From an optimization exercise on the open Yosys and OpenROAD flow, aimed at small area, a short achievable clock period and few clock cycles per item; shortcuts taken in it are not production practice.
At most, simulation tests tie the RTL to the original design; equivalence was not proved.
No activity file was given, so power comes from the tool's default toggle rates.

==> inputs of job 3857 <==
// touch_pad_baseline_and_detect_unit
module touch_pad_baseline_and_detect_unit #(
	parameter int CAL_SAMPLES   = 10,
	parameter int TRIM_EACH_END = 2,
	parameter int COUNT_WIDTH   = 16
) (
	input  logic                           clk,
	input  logic                           arst_n,
	input  logic                           in_valid,
	output logic                           in_stall,
	input  logic                           action,
	input  logic [15:0]                    charge_count,
	output logic                           out_valid,
	input  logic                           out_stall,
	output logic                           result_kind,
	output logic                           pressed,
	output logic [15:0]                    baseline_value,
	output logic                           cal_error,
	input  logic                           psel,
	input  logic                           penable,
	input  logic                           pwrite,
	input  logic [tpbd_pkg::PADDR_W-1:0]   paddr,
	input  logic [tpbd_pkg::PDATA_W-1:0]   pwdata,
	output logic [tpbd_pkg::PDATA_W-1:0]   prdata,
	output logic                           pready
);
	localparam int SUM_W = 19;
	function automatic logic [9:0] div3_8(input logic [1:0] r_in, input logic [7:0] b);
		logic [1:0] r;
		logic [7:0] q;
		r = r_in;
		for (int i = 7; i >= 0; i--) begin
			q[i] = r[1] | (r[0] & b[i]);
			r    = b[i] ? {r[1], ~(r[1] | r[0])} : {r[0], r[1]};
		end
		div3_8 = {r, q};
	endfunction
	logic        rep_q;
	logic [15:0] gate_q;
	logic [15:0] maxc_q;
	logic [15:0] rd_q;
	logic [2:0]  we_q;
	logic        cfg_acc;
	assign pready  = 1'b1;
	assign cfg_acc = psel && penable;
	always_ff @(posedge clk) begin
		we_q[0] <= psel && !penable && pwrite && (paddr[3:2] == REG_REPEAT_MODE);
		we_q[1] <= psel && !penable && pwrite && (paddr[3:2] == REG_GATE_THRESHOLD);
  ...
==> flow/config.mk <==
export PLATFORM = sky130hd
export DESIGN_NAME = touch_pad_baseline_and_detect_unit
export DESIGN_NICKNAME = touch_pad_baseline_and_detect_unit
export VERILOG_FILES = /design/flow/design.v
export SDC_FILE = /design/flow/constraint.sdc
export NUM_CORES = 4
export LEC_CHECK = 0
export ABC_AREA = 1
export CAP_MARGIN = 20
export CORE_MARGIN = 2
export CORE_UTILIZATION = 40
export CTS_CLUSTER_DIAMETER = 100
export CTS_CLUSTER_SIZE = 24
export SETUP_SLACK_MARGIN = 5
export SLEW_MARGIN = 20
==> flow/constraint.sdc <==
create_clock -name core_clock -period 8.0 [get_ports {clk}]
set_input_delay 1.6000 -clock core_clock [delete_from_list [all_inputs] [get_ports {clk}]]
set_output_delay 1.6000 -clock core_clock [all_outputs]
set_load 0.01 [all_outputs]
run.sh (not shown) runs the stock make flow with config.mk's settings and CLKGATE_MAP_FILE= SYNTH_SCRIPT=/design/flow/synth_recipe.tcl, a recipe that flattens the netlist after the stock synthesis.
==> job 8879 (differences from job 3857) <==
--- a/flow/design.v
+++ b/flow/design.v
@@ -57,43 +57,54 @@
 	input  logic                clk,
 	input  logic                arst_n,
 	input  logic                wr_en,      
 	input  logic                wr_first,   
 	input  logic                wr_mid,     
 	input  logic                wr_clear,   
 	input  logic [SAMPLE_W-1:0] wr_data,
+	input  logic                alt_sel,    
+	input  logic [SAMPLE_W-1:0] alt_b,
+	output logic                alt_gt,     
 	output logic [SUM_W-1:0]    sum
 );
 	logic [SAMPLE_W-1:0] lo1_q, lo2_q, hi1_q, hi2_q;
+	logic                lo2v_q, hi2v_q;    
 	logic [SAMPLE_W-1:0] add_q;
 	logic [SUM_W-1:0]    sum_q;
-	logic lt1, lt2, gt1, gt2;
+	logic lt1, lt2, gt1, gt2, c_lt2, c_gt2;
 	tpbd_gt #(.W(SAMPLE_W)) u_lt1 (.a(lo1_q),   .b(wr_data), .gt(lt1));
-	tpbd_gt #(.W(SAMPLE_W)) u_lt2 (.a(lo2_q),   .b(wr_data), .gt(lt2));
-	tpbd_gt #(.W(SAMPLE_W)) u_gt1 (.a(wr_data), .b(hi1_q),   .gt(gt1));
-	tpbd_gt #(.W(SAMPLE_W)) u_gt2 (.a(wr_data), .b(hi2_q),   .gt(gt2));
+	tpbd_gt #(.W(SAMPLE_W)) u_lt2 (.a(lo2_q),   .b(wr_data), .gt(c_lt2));
+	tpbd_gt #(.W(SAMPLE_W)) u_gt1 (.a(wr_data), .b(alt_sel ? alt_b : hi1_q), .gt(gt1));
+	tpbd_gt #(.W(SAMPLE_W)) u_gt2 (.a(wr_data), .b(hi2_q),   .gt(c_gt2));
+	assign alt_gt = gt1;
+	assign lt2    = !lo2v_q || c_lt2;
+	assign gt2    = !hi2v_q || c_gt2;
 	always_ff @(posedge clk) begin
 		if (wr_en) begin
 			if (wr_first) begin
-				lo1_q <= wr_data;
-				lo2_q <= '1;
-				hi1_q <= wr_data;
-				hi2_q <= '0;
+				lo1_q  <= wr_data;
+				lo2v_q <= 1'b0;
+				hi1_q  <= wr_data;
+				hi2v_q <= 1'b0;
 			end else begin
 				if (lt1) begin
-					lo1_q <= wr_data;
-					lo2_q <= lo1_q;
+					lo1_q  <= wr_data;
+					lo2_q  <= lo1_q;
+					lo2v_q <= 1'b1;
 				end else if (lt2) begin
-					lo2_q <= wr_data;
+					lo2_q  <= wr_data;
+					lo2v_q <= 1'b1;
 				end
 				if (gt1) begin
-					hi1_q <= wr_data;
-					hi2_q <= hi1_q;
+					hi1_q  <= wr_data;
+					hi2_q  <= hi1_q;
+					hi2v_q <= 1'b1;
 				end else if (gt2) begin
-					hi2_q <= wr_data;
+					hi2_q  <= wr_data;
+					hi2v_q <= 1'b1;
 				end
 			end
 		end
 		add_q <= (wr_en && wr_mid) ? (lt2 ? lo2_q : (gt2 ? hi2_q : wr_data)) : '0;
 		sum_q <= (wr_en && wr_clear) ? '0 : sum_q + SUM_W'(add_q);
 	end
 	assign sum = sum_q;
@@ -170,58 +181,58 @@
 			REG_REPEAT_MODE:    rd_q <= {15'd0, rep_q};
 			REG_GATE_THRESHOLD: rd_q <= gate_q;
 			REG_MAX_COUNT:      rd_q <= maxc_q;
 			default:            rd_q <= '0;
 		endcase
 	end
 	assign prdata = {16'd0, rd_q};
-	logic [3:0]  cal_idx_q, cal_idx_n;
-	logic [2:0]  scnt_q, scnt_n;
+	logic [4:0]  cj_q, cj_n;           
+	logic [4:0]  st_q, st_n;           
 	logic        stall_q, stall_n;
 	logic        ic_q, is_q;           
 	logic [15:0] id_q;                 
 	logic        in_acc, cal_acc, scan_acc, cal_last;
-	logic [2:0]  scnt_inc;
 	logic        scan_done;
 	assign in_acc   = in_valid && !stall_q;
 	assign cal_acc  = in_acc && (action == ACTION_CAL);
 	assign scan_acc = in_acc && (action == ACTION_SCAN);
-	assign cal_last = (cal_idx_q == 4'd9);
-	assign cal_idx_n = cal_acc ? (cal_last ? 4'd0 : cal_idx_q + 4'd1) : cal_idx_q;
-	assign scnt_inc  = scnt_q + 3'd1;
-	assign scan_done = scnt_inc >= (rep_q ? SCAN_REPEAT : SCAN_NORMAL);
-	assign scnt_n    = scan_acc ? (scan_done ? 3'd0 : scnt_inc) : scnt_q;
+	assign cal_last = !cj_q[3] && cj_q[4];
+	assign cj_n     = cal_acc ? {cj_q[3:0], !cj_q[4]} : cj_q;
+	assign scan_done = rep_q ? st_q[4] : st_q[1];
+	assign st_n      = scan_acc ? (scan_done ? 5'd0 : {st_q[3:0], 1'b1}) : st_q;
 	always_ff @(posedge clk) begin
 		id_q <= charge_count;
 	end
 	logic        w_cal_first, w_cal_mid, w_cal_clear, w_cal_last;
 	logic        w_scan_first, w_scan_done;
 	logic [SUM_W-1:0] sum;
 	logic        pk_gt;
 	logic [15:0] peak_q;
-	assign w_cal_first  = (cal_idx_q == 4'd1);
-	assign w_cal_clear  = (cal_idx_q == 4'd4);
-	assign w_cal_last   = (cal_idx_q == 4'd0);
-	assign w_cal_mid    = w_cal_last || (cal_idx_q >= 4'd5);
-	assign w_scan_done  = (scnt_q == 3'd0);
-	assign w_scan_first = (scnt_q == 3'd1);
+	assign w_cal_first  = cj_q[0] && !cj_q[1];
+	assign w_cal_clear  = cj_q[3] && !cj_q[4];
+	assign w_cal_last   = !cj_q[4] && !cj_q[0];
+	assign w_cal_mid    = cj_q[4] || !cj_q[0];
+	assign w_scan_done  = !st_q[0];
+	assign w_scan_first = st_q[0] && !st_q[1];
 	tpbd_trim_mean #(
 		.SAMPLE_W (16),
 		.SUM_W    (SUM_W)
 	) u_trim_mean (
 		.clk      (clk),
 		.arst_n   (arst_n),
 		.wr_en    (ic_q),
 		.wr_first (w_cal_first),
 		.wr_mid   (w_cal_mid),
 		.wr_clear (w_cal_clear),
 		.wr_data  (id_q),
+		.alt_sel  (!ic_q),
+		.alt_b    (peak_q),
+		.alt_gt   (pk_gt),
 		.sum      (sum)
 	);
-	tpbd_gt #(.W(16)) u_pk (.a(id_q), .b(peak_q), .gt(pk_gt));
 	always_ff @(posedge clk) begin
 		if (is_q && (w_scan_first || pk_gt)) begin
 			peak_q <= id_q;
 		end
 	end
 	logic        da, d1_q, d2_q, d3_q, d4_q;
 	logic [15:0] base_q;
@@ -292,81 +303,79 @@
 			end else begin
 				p1v_n = 1'b1;
 				p1_n  = press;
 			end
 		end
 	end
 	function automatic logic stall_f(
-		input logic       acc,
-		input logic       act,
-		input logic       os,
-		input logic [3:0] cidx,
-		input logic [2:0] cnt,
-		input logic       rep,
-		input logic       ov,
-		input logic       p0v,
-		input logic       p1v,
-		input logic       ev,
-		input logic       d4,
-		input logic       dwait,
-		input logic       evn
+		input logic acc,
+		input logic act,
+		input logic os,
+		input logic c8,       
+		input logic c9,       
+		input logic s_done,   
+		input logic s_next,   
+		input logic ov,
+		input logic p0v,
+		input logic p1v,
+		input logic ev,
+		input logic d4,
+		input logic dwait,
+		input logic evn
 	);
-		logic       c_acc, s_acc, c_last, s_done, s_can, sd, fr, ovn, pp, ps, p0n, p1n;
-		logic [2:0] need, cn;
+		logic       c_acc, s_acc, c_last, s_can, sd, fr, ovn, pp, ps, p0n, p1n;
 		logic [1:0] nq;
-		need   = rep ? SCAN_REPEAT : SCAN_NORMAL;
 		c_acc  = acc && !act;
 		s_acc  = acc && act;
-		c_last = c_acc ? (cidx == 4'd8) : (cidx == 4'd9);
-		s_done = (cnt + 3'd1) >= need;
-		cn     = s_acc ? (s_done ? 3'd0 : cnt + 3'd1) : cnt;
-		s_can  = (cn + 3'd1) >= need;
+		c_last = c_acc ? c8 : c9;
+		s_can  = s_acc ? (!s_done && s_next) : s_done;
 		sd     = s_acc && s_done;
 		fr     = !ov || !os;
 		ovn    = d4 || (fr && (p0v || ev)) || (ov && os);
 		pp     = !d4 && fr && p0v;
 		ps     = ev && (d4 || !fr || p0v);
 		p0n    = pp ? p1v : p0v;
 		p1n    = pp ? 1'b0 : p1v;
 		if (ps) begin
 			if (!p0n) p0n = 1'b1;
 			else      p1n = 1'b1;
 		end
 		nq      = 2'(p0n) + 2'(p1n) + 2'(evn) + 2'(sd);
 		stall_f = (c_last && (ovn || p0n || evn || sd)) ||
-			(s_can && ((c_acc && (cidx == 4'd9)) || dwait || (nq >= 2'd2)));
+			(s_can && ((c_acc && c9) || dwait || (nq >= 2'd2)));
 	endfunction
 	logic [7:0] stall_c;
 	logic       ev_n;
 	assign ev_n = is_q && w_scan_done;
 	for (genvar c = 0; c < 8; c++) begin : g_stall
-		assign stall_c[c] = stall_f(c[2], c[1], c[0], cal_idx_q, scnt_q, rep_q,
+		assign stall_c[c] = stall_f(c[2], c[1], c[0], cj_q[4] && cj_q[3] && !cj_q[2],
+			cal_last, scan_done, rep_q ? st_q[3] : st_q[0],
 			ov_q, p0v_q, p1v_q, ev_q, d4_q, da, ev_n);
 	end
 	assign stall_n = stall_c[{in_acc, action, out_stall}];
 	always_ff @(posedge clk or negedge arst_n) begin
 		if (!arst_n) begin
-			cal_idx_q <= '0;
-			scnt_q    <= '0;
+			cj_q      <= '0;
+			st_q      <= '0;
 			stall_q   <= 1'b0;
 			ic_q      <= 1'b0;
 			is_q      <= 1'b0;
 			lock_q    <= '0;
 			base_q    <= '0;
 			d1_q      <= 1'b0;
 			d2_q      <= 1'b0;
 			d3_q      <= 1'b0;
 			d4_q      <= 1'b0;
 			ev_q      <= 1'b0;
 			p0v_q     <= 1'b0;
 			p1v_q     <= 1'b0;
 			ov_q      <= 1'b0;
 		end else begin
-			cal_idx_q <= cal_idx_n;
-			scnt_q    <= scnt_n;
+			cj_q      <= cj_n;
+			st_q      <= st_n;
 			stall_q   <= stall_n;
 			ic_q      <= cal_acc;
 			is_q      <= scan_acc;
 			d1_q      <= da;
 			d2_q      <= d1_q;
 			d3_q      <= d2_q;
 			d4_q      <= d3_q;
==> flow/flow/run.sh (new file) <==
#!/bin/bash
# The standard layout with the standard synthesis unchanged. Two changes
# to how the layout is made: every port still gets a buffer, but a plain
# buf_2 rather than the delay cell the resizer picks by default; and the
# setup repair aims a little further below the clock period.
set -euo pipefail
bash standard.sh 'BUFFER_PORTS_ARGS=-buffer_cell sky130_fd_sc_hd__buf_2' SETUP_SLACK_MARGIN=5.45 finish > make_finish.log 2>&1
==> flow/standard.sh (new file) <==
#!/bin/bash
# synth_recipe.tcl (not shown) runs the flow's synth.tcl, then flattens the netlist and writes it again
# the make line also repeats each setting of config.mk as NAME=value (left out here)
make -C /OpenROAD-flow-scripts/flow DESIGN_CONFIG=/design/flow/config.mk WORK_HOME=/design/flow/orfs CLKGATE_MAP_FILE= SYNTH_SCRIPT=/design/flow/synth_recipe.tcl "${@:-finish}"
SETUP_SLACK_MARGIN = not set   (was 5)
removed: flow/run.sh
==> job 9699 (differences from job 3857) <==
--- a/flow/design.v
+++ b/flow/design.v
@@ -27,48 +27,46 @@
 module tpbd_gt #(
 	parameter int W = 16
 ) (
 	input  logic [W-1:0] a,
 	input  logic [W-1:0] b,
 	output logic         gt
 );
-	localparam int L = $clog2(W);
-	localparam int P = 1 << L;
-	logic [P-1:0] ap, bp;
-	logic [P-1:0] g [L+1];
-	logic [P-1:0] l [L+1];
-	assign ap   = a;
-	assign bp   = b;
-	assign g[0] = ap & ~bp;
-	assign l[0] = ~ap & bp;
-	for (genvar k = 0; k < L; k++) begin : g_lvl
-		for (genvar i = 0; i < (P >> (k + 1)); i++) begin : g_node
+	logic [W-1:0] g [$clog2(W)+1];
+	logic [W-1:0] l [$clog2(W)+1];
+	assign g[0] = a & ~b;
+	assign l[0] = ~a & b;
+	for (genvar k = 0; k < $clog2(W); k++) begin : g_lvl
+		for (genvar i = 0; i < (W >> (k + 1)); i++) begin : g_node
 			assign g[k+1][i] = g[k][2*i+1] | (~l[k][2*i+1] & g[k][2*i]);
 			assign l[k+1][i] = l[k][2*i+1] | (~g[k][2*i+1] & l[k][2*i]);
 		end
-		assign g[k+1][P-1:(P >> (k + 1))] = '0;
-		assign l[k+1][P-1:(P >> (k + 1))] = '0;
+		if ((W >> (k + 1)) < W) begin : g_pad
+			assign g[k+1][W-1:(W >> (k + 1))] = '0;
+			assign l[k+1][W-1:(W >> (k + 1))] = '0;
+		end
 	end
-	assign gt = g[L][0];
+	assign gt = g[$clog2(W)][0];
 endmodule
 module tpbd_trim_mean #(
 	parameter int SAMPLE_W = 16,
 	parameter int SUM_W    = 19
 ) (
 	input  logic                clk,
 	input  logic                arst_n,
 	input  logic                wr_en,      
 	input  logic                wr_first,   
 	input  logic                wr_mid,     
-	input  logic                wr_clear,   
+	input  logic                wr_load,    
 	input  logic [SAMPLE_W-1:0] wr_data,
 	output logic [SUM_W-1:0]    sum
 );
 	logic [SAMPLE_W-1:0] lo1_q, lo2_q, hi1_q, hi2_q;
 	logic [SAMPLE_W-1:0] add_q;
+	logic                add_v_q, add_ld_q;
 	logic [SUM_W-1:0]    sum_q;
 	logic lt1, lt2, gt1, gt2;
 	tpbd_gt #(.W(SAMPLE_W)) u_lt1 (.a(lo1_q),   .b(wr_data), .gt(lt1));
 	tpbd_gt #(.W(SAMPLE_W)) u_lt2 (.a(lo2_q),   .b(wr_data), .gt(lt2));
 	tpbd_gt #(.W(SAMPLE_W)) u_gt1 (.a(wr_data), .b(hi1_q),   .gt(gt1));
 	tpbd_gt #(.W(SAMPLE_W)) u_gt2 (.a(wr_data), .b(hi2_q),   .gt(gt2));
 	always_ff @(posedge clk) begin
@@ -89,16 +87,27 @@
 					hi1_q <= wr_data;
 					hi2_q <= hi1_q;
 				end else if (gt2) begin
 					hi2_q <= wr_data;
 				end
 			end
 		end
-		add_q <= (wr_en && wr_mid) ? (lt2 ? lo2_q : (gt2 ? hi2_q : wr_data)) : '0;
-		sum_q <= (wr_en && wr_clear) ? '0 : sum_q + SUM_W'(add_q);
+		add_q <= lt2 ? lo2_q : (gt2 ? hi2_q : wr_data);
+		if (add_v_q) begin
+			sum_q <= (add_ld_q ? '0 : sum_q) + SUM_W'(add_q);
+		end
+	end
+	always_ff @(posedge clk or negedge arst_n) begin
+		if (!arst_n) begin
+			add_v_q  <= 1'b0;
+			add_ld_q <= 1'b0;
+		end else begin
+			add_v_q  <= wr_en && wr_mid;
+			add_ld_q <= wr_en && wr_load;
+		end
 	end
 	assign sum = sum_q;
 endmodule
 import tpbd_pkg::*;
 module touch_pad_baseline_and_detect_unit #(
 	parameter int CAL_SAMPLES   = 10,
 	parameter int TRIM_EACH_END = 2,
@@ -189,35 +198,35 @@
 	assign cal_idx_n = cal_acc ? (cal_last ? 4'd0 : cal_idx_q + 4'd1) : cal_idx_q;
 	assign scnt_inc  = scnt_q + 3'd1;
 	assign scan_done = scnt_inc >= (rep_q ? SCAN_REPEAT : SCAN_NORMAL);
 	assign scnt_n    = scan_acc ? (scan_done ? 3'd0 : scnt_inc) : scnt_q;
 	always_ff @(posedge clk) begin
 		id_q <= charge_count;
 	end
-	logic        w_cal_first, w_cal_mid, w_cal_clear, w_cal_last;
+	logic        w_cal_first, w_cal_mid, w_cal_load, w_cal_last;
 	logic        w_scan_first, w_scan_done;
 	logic [SUM_W-1:0] sum;
 	logic        pk_gt;
 	logic [15:0] peak_q;
 	assign w_cal_first  = (cal_idx_q == 4'd1);
-	assign w_cal_clear  = (cal_idx_q == 4'd4);
+	assign w_cal_load   = (cal_idx_q == 4'd5);
 	assign w_cal_last   = (cal_idx_q == 4'd0);
 	assign w_cal_mid    = w_cal_last || (cal_idx_q >= 4'd5);
 	assign w_scan_done  = (scnt_q == 3'd0);
 	assign w_scan_first = (scnt_q == 3'd1);
 	tpbd_trim_mean #(
 		.SAMPLE_W (16),
 		.SUM_W    (SUM_W)
 	) u_trim_mean (
 		.clk      (clk),
 		.arst_n   (arst_n),
 		.wr_en    (ic_q),
 		.wr_first (w_cal_first),
 		.wr_mid   (w_cal_mid),
-		.wr_clear (w_cal_clear),
+		.wr_load  (w_cal_load),
 		.wr_data  (id_q),
 		.sum      (sum)
 	);
 	tpbd_gt #(.W(16)) u_pk (.a(id_q), .b(peak_q), .gt(pk_gt));
 	always_ff @(posedge clk) begin
 		if (is_q && (w_scan_first || pk_gt)) begin
 			peak_q <= id_q;
@@ -234,23 +243,24 @@
 	assign div_lo = div3_8(rem_q, sum[8:1]);
 	always_ff @(posedge clk) begin
 		if (d2_q) begin
 			rem_q <= div_hi[9:8];
 		end
 	end
 	logic [16:0] ea, eb, ec, es, ecy;
-	logic        ecarry, over, press;
+	logic [17:0] esum;
+	logic        over, press;
 	logic [1:0]  lock_cur, lock_hit;
 	assign ea   = {1'b0, base_q};
 	assign eb   = {1'b0, gate_q};
 	assign ec   = {1'b1, ~peak_q};
 	assign es   = ea ^ eb ^ ec;
 	assign ecy  = (ea & eb) | (ea & ec) | (eb & ec);
-	tpbd_gt #(.W(17)) u_over (.a(es), .b(~{ecy[15:0], 1'b1}), .gt(ecarry));
-	assign over = !ecarry;
+	assign esum = {1'b0, es} + {ecy, 1'b1};
+	assign over = !esum[17];
 	assign lock_cur = rep_q ? 2'd0 : lock_q;
 	assign press    = over && (lock_cur == 2'd0);
 	assign lock_hit = over ? LOCKOUT_LOAD : lock_cur;
 	logic ov_q, ov_n;
 	logic okind_q, okind_n, opress_q, opress_n, ocerr_q, ocerr_n;
 	logic p0v_q, p0v_n, p0_q, p0_n, p1v_q, p1v_n, p1_q, p1_n;
 	logic free, cerr, pop, push;
CTS_CLUSTER_DIAMETER = not set   (was 100)
CTS_CLUSTER_SIZE = not set   (was 24)
==> job 9821 (differences from job 3857) <==
--- a/flow/design.v
+++ b/flow/design.v
@@ -27,48 +27,46 @@
 module tpbd_gt #(
 	parameter int W = 16
 ) (
 	input  logic [W-1:0] a,
 	input  logic [W-1:0] b,
 	output logic         gt
 );
-	localparam int L = $clog2(W);
-	localparam int P = 1 << L;
-	logic [P-1:0] ap, bp;
-	logic [P-1:0] g [L+1];
-	logic [P-1:0] l [L+1];
-	assign ap   = a;
-	assign bp   = b;
-	assign g[0] = ap & ~bp;
-	assign l[0] = ~ap & bp;
-	for (genvar k = 0; k < L; k++) begin : g_lvl
-		for (genvar i = 0; i < (P >> (k + 1)); i++) begin : g_node
+	logic [W-1:0] g [$clog2(W)+1];
+	logic [W-1:0] l [$clog2(W)+1];
+	assign g[0] = a & ~b;
+	assign l[0] = ~a & b;
+	for (genvar k = 0; k < $clog2(W); k++) begin : g_lvl
+		for (genvar i = 0; i < (W >> (k + 1)); i++) begin : g_node
 			assign g[k+1][i] = g[k][2*i+1] | (~l[k][2*i+1] & g[k][2*i]);
 			assign l[k+1][i] = l[k][2*i+1] | (~g[k][2*i+1] & l[k][2*i]);
 		end
-		assign g[k+1][P-1:(P >> (k + 1))] = '0;
-		assign l[k+1][P-1:(P >> (k + 1))] = '0;
+		if ((W >> (k + 1)) < W) begin : g_pad
+			assign g[k+1][W-1:(W >> (k + 1))] = '0;
+			assign l[k+1][W-1:(W >> (k + 1))] = '0;
+		end
 	end
-	assign gt = g[L][0];
+	assign gt = g[$clog2(W)][0];
 endmodule
 module tpbd_trim_mean #(
 	parameter int SAMPLE_W = 16,
 	parameter int SUM_W    = 19
 ) (
 	input  logic                clk,
 	input  logic                arst_n,
 	input  logic                wr_en,      
 	input  logic                wr_first,   
 	input  logic                wr_mid,     
-	input  logic                wr_clear,   
+	input  logic                wr_load,    
 	input  logic [SAMPLE_W-1:0] wr_data,
 	output logic [SUM_W-1:0]    sum
 );
 	logic [SAMPLE_W-1:0] lo1_q, lo2_q, hi1_q, hi2_q;
 	logic [SAMPLE_W-1:0] add_q;
+	logic                add_v_q, add_ld_q;
 	logic [SUM_W-1:0]    sum_q;
 	logic lt1, lt2, gt1, gt2;
 	tpbd_gt #(.W(SAMPLE_W)) u_lt1 (.a(lo1_q),   .b(wr_data), .gt(lt1));
 	tpbd_gt #(.W(SAMPLE_W)) u_lt2 (.a(lo2_q),   .b(wr_data), .gt(lt2));
 	tpbd_gt #(.W(SAMPLE_W)) u_gt1 (.a(wr_data), .b(hi1_q),   .gt(gt1));
 	tpbd_gt #(.W(SAMPLE_W)) u_gt2 (.a(wr_data), .b(hi2_q),   .gt(gt2));
 	always_ff @(posedge clk) begin
@@ -89,16 +87,27 @@
 					hi1_q <= wr_data;
 					hi2_q <= hi1_q;
 				end else if (gt2) begin
 					hi2_q <= wr_data;
 				end
 			end
 		end
-		add_q <= (wr_en && wr_mid) ? (lt2 ? lo2_q : (gt2 ? hi2_q : wr_data)) : '0;
-		sum_q <= (wr_en && wr_clear) ? '0 : sum_q + SUM_W'(add_q);
+		add_q <= lt2 ? lo2_q : (gt2 ? hi2_q : wr_data);
+		if (add_v_q) begin
+			sum_q <= (add_ld_q ? '0 : sum_q) + SUM_W'(add_q);
+		end
+	end
+	always_ff @(posedge clk or negedge arst_n) begin
+		if (!arst_n) begin
+			add_v_q  <= 1'b0;
+			add_ld_q <= 1'b0;
+		end else begin
+			add_v_q  <= wr_en && wr_mid;
+			add_ld_q <= wr_en && wr_load;
+		end
 	end
 	assign sum = sum_q;
 endmodule
 import tpbd_pkg::*;
 module touch_pad_baseline_and_detect_unit #(
 	parameter int CAL_SAMPLES   = 10,
 	parameter int TRIM_EACH_END = 2,
@@ -189,35 +198,35 @@
 	assign cal_idx_n = cal_acc ? (cal_last ? 4'd0 : cal_idx_q + 4'd1) : cal_idx_q;
 	assign scnt_inc  = scnt_q + 3'd1;
 	assign scan_done = scnt_inc >= (rep_q ? SCAN_REPEAT : SCAN_NORMAL);
 	assign scnt_n    = scan_acc ? (scan_done ? 3'd0 : scnt_inc) : scnt_q;
 	always_ff @(posedge clk) begin
 		id_q <= charge_count;
 	end
-	logic        w_cal_first, w_cal_mid, w_cal_clear, w_cal_last;
+	logic        w_cal_first, w_cal_mid, w_cal_load, w_cal_last;
 	logic        w_scan_first, w_scan_done;
 	logic [SUM_W-1:0] sum;
 	logic        pk_gt;
 	logic [15:0] peak_q;
 	assign w_cal_first  = (cal_idx_q == 4'd1);
-	assign w_cal_clear  = (cal_idx_q == 4'd4);
+	assign w_cal_load   = (cal_idx_q == 4'd5);
 	assign w_cal_last   = (cal_idx_q == 4'd0);
 	assign w_cal_mid    = w_cal_last || (cal_idx_q >= 4'd5);
 	assign w_scan_done  = (scnt_q == 3'd0);
 	assign w_scan_first = (scnt_q == 3'd1);
 	tpbd_trim_mean #(
 		.SAMPLE_W (16),
 		.SUM_W    (SUM_W)
 	) u_trim_mean (
 		.clk      (clk),
 		.arst_n   (arst_n),
 		.wr_en    (ic_q),
 		.wr_first (w_cal_first),
 		.wr_mid   (w_cal_mid),
-		.wr_clear (w_cal_clear),
+		.wr_load  (w_cal_load),
 		.wr_data  (id_q),
 		.sum      (sum)
 	);
 	tpbd_gt #(.W(16)) u_pk (.a(id_q), .b(peak_q), .gt(pk_gt));
 	always_ff @(posedge clk) begin
 		if (is_q && (w_scan_first || pk_gt)) begin
 			peak_q <= id_q;
@@ -234,23 +243,24 @@
 	assign div_lo = div3_8(rem_q, sum[8:1]);
 	always_ff @(posedge clk) begin
 		if (d2_q) begin
 			rem_q <= div_hi[9:8];
 		end
 	end
 	logic [16:0] ea, eb, ec, es, ecy;
-	logic        ecarry, over, press;
+	logic [17:0] esum;
+	logic        over, press;
 	logic [1:0]  lock_cur, lock_hit;
 	assign ea   = {1'b0, base_q};
 	assign eb   = {1'b0, gate_q};
 	assign ec   = {1'b1, ~peak_q};
 	assign es   = ea ^ eb ^ ec;
 	assign ecy  = (ea & eb) | (ea & ec) | (eb & ec);
-	tpbd_gt #(.W(17)) u_over (.a(es), .b(~{ecy[15:0], 1'b1}), .gt(ecarry));
-	assign over = !ecarry;
+	assign esum = {1'b0, es} + {ecy, 1'b1};
+	assign over = !esum[17];
 	assign lock_cur = rep_q ? 2'd0 : lock_q;
 	assign press    = over && (lock_cur == 2'd0);
 	assign lock_hit = over ? LOCKOUT_LOAD : lock_cur;
 	logic ov_q, ov_n;
 	logic okind_q, okind_n, opress_q, opress_n, ocerr_q, ocerr_n;
 	logic p0v_q, p0v_n, p0_q, p0_n, p1v_q, p1v_n, p1_q, p1_n;
 	logic free, cerr, pop, push;
==> results.txt <==
The lowest register-to-register slack belongs to job 9699, the highest to job 8879.
Synthesized cell count: job 8879 is lower than job 9821 (about 0.35%).
Critical path depth is the same in job 3857 and job 9821.
Against job 8879, the die area of job 9699 is larger by about 2%.
Between job 9821 and job 8879, the lower combinational power is in job 8879 (gap 20%, measured against job 8879).
Of job 3857 and job 9699, job 9699 has the higher sequential cell count (gap 2).
The highest via count belongs to job 8879, the lowest to job 9821.
Against job 9821, the clock-buffer cell count of job 9699 is higher by 21.
Testbench counts of job 3857, summed over its fixed seeds: cycles 5,272, results 1,600.
Testbench counts of job 9699, summed over its fixed seeds: cycles 5,272, results 1,600.
Testbench counts of job 9821, summed over its fixed seeds: cycles 5,272, results 1,600.
The RTL of job 8879 was laid out without a check of its function.

[separate check: timing with driven ports]
No port has a modelled driver above. Below, the same layouts with a new extraction and two added sets of constraints.
Step 1: set_driving_cell puts a clkbuf_16 on clk and a buf_2 on each other input, an assumption about the parent block.
Step 2, shift: input delay + t, output delay - t, t = (earliest + latest rising clock arrival at the registers) / 2. This alone moves slack from input paths to output paths.
a / b / c = no drivers / after step 1 / after step 2; a / b = the first two.
run | t, ns | slack for setup (ns) | worst setup path after step 2
job 3857 | 0.518 | 5.061 / 5.016 / 4.692 | input to register
job 8879 | 0.530 | 5.266 / 5.219 / 5.162 | input to register
job 9699 | 0.566 | 5.039 / 4.987 / 4.689 | input to register
job 9821 | 0.526 | 5.056 / 5.008 / 4.692 | input to register
After both steps every run listed still meets setup and hold. The setup slack of job 3857, which loses most, moves by -0.045 ns with the drivers and by -0.369 ns with both steps.
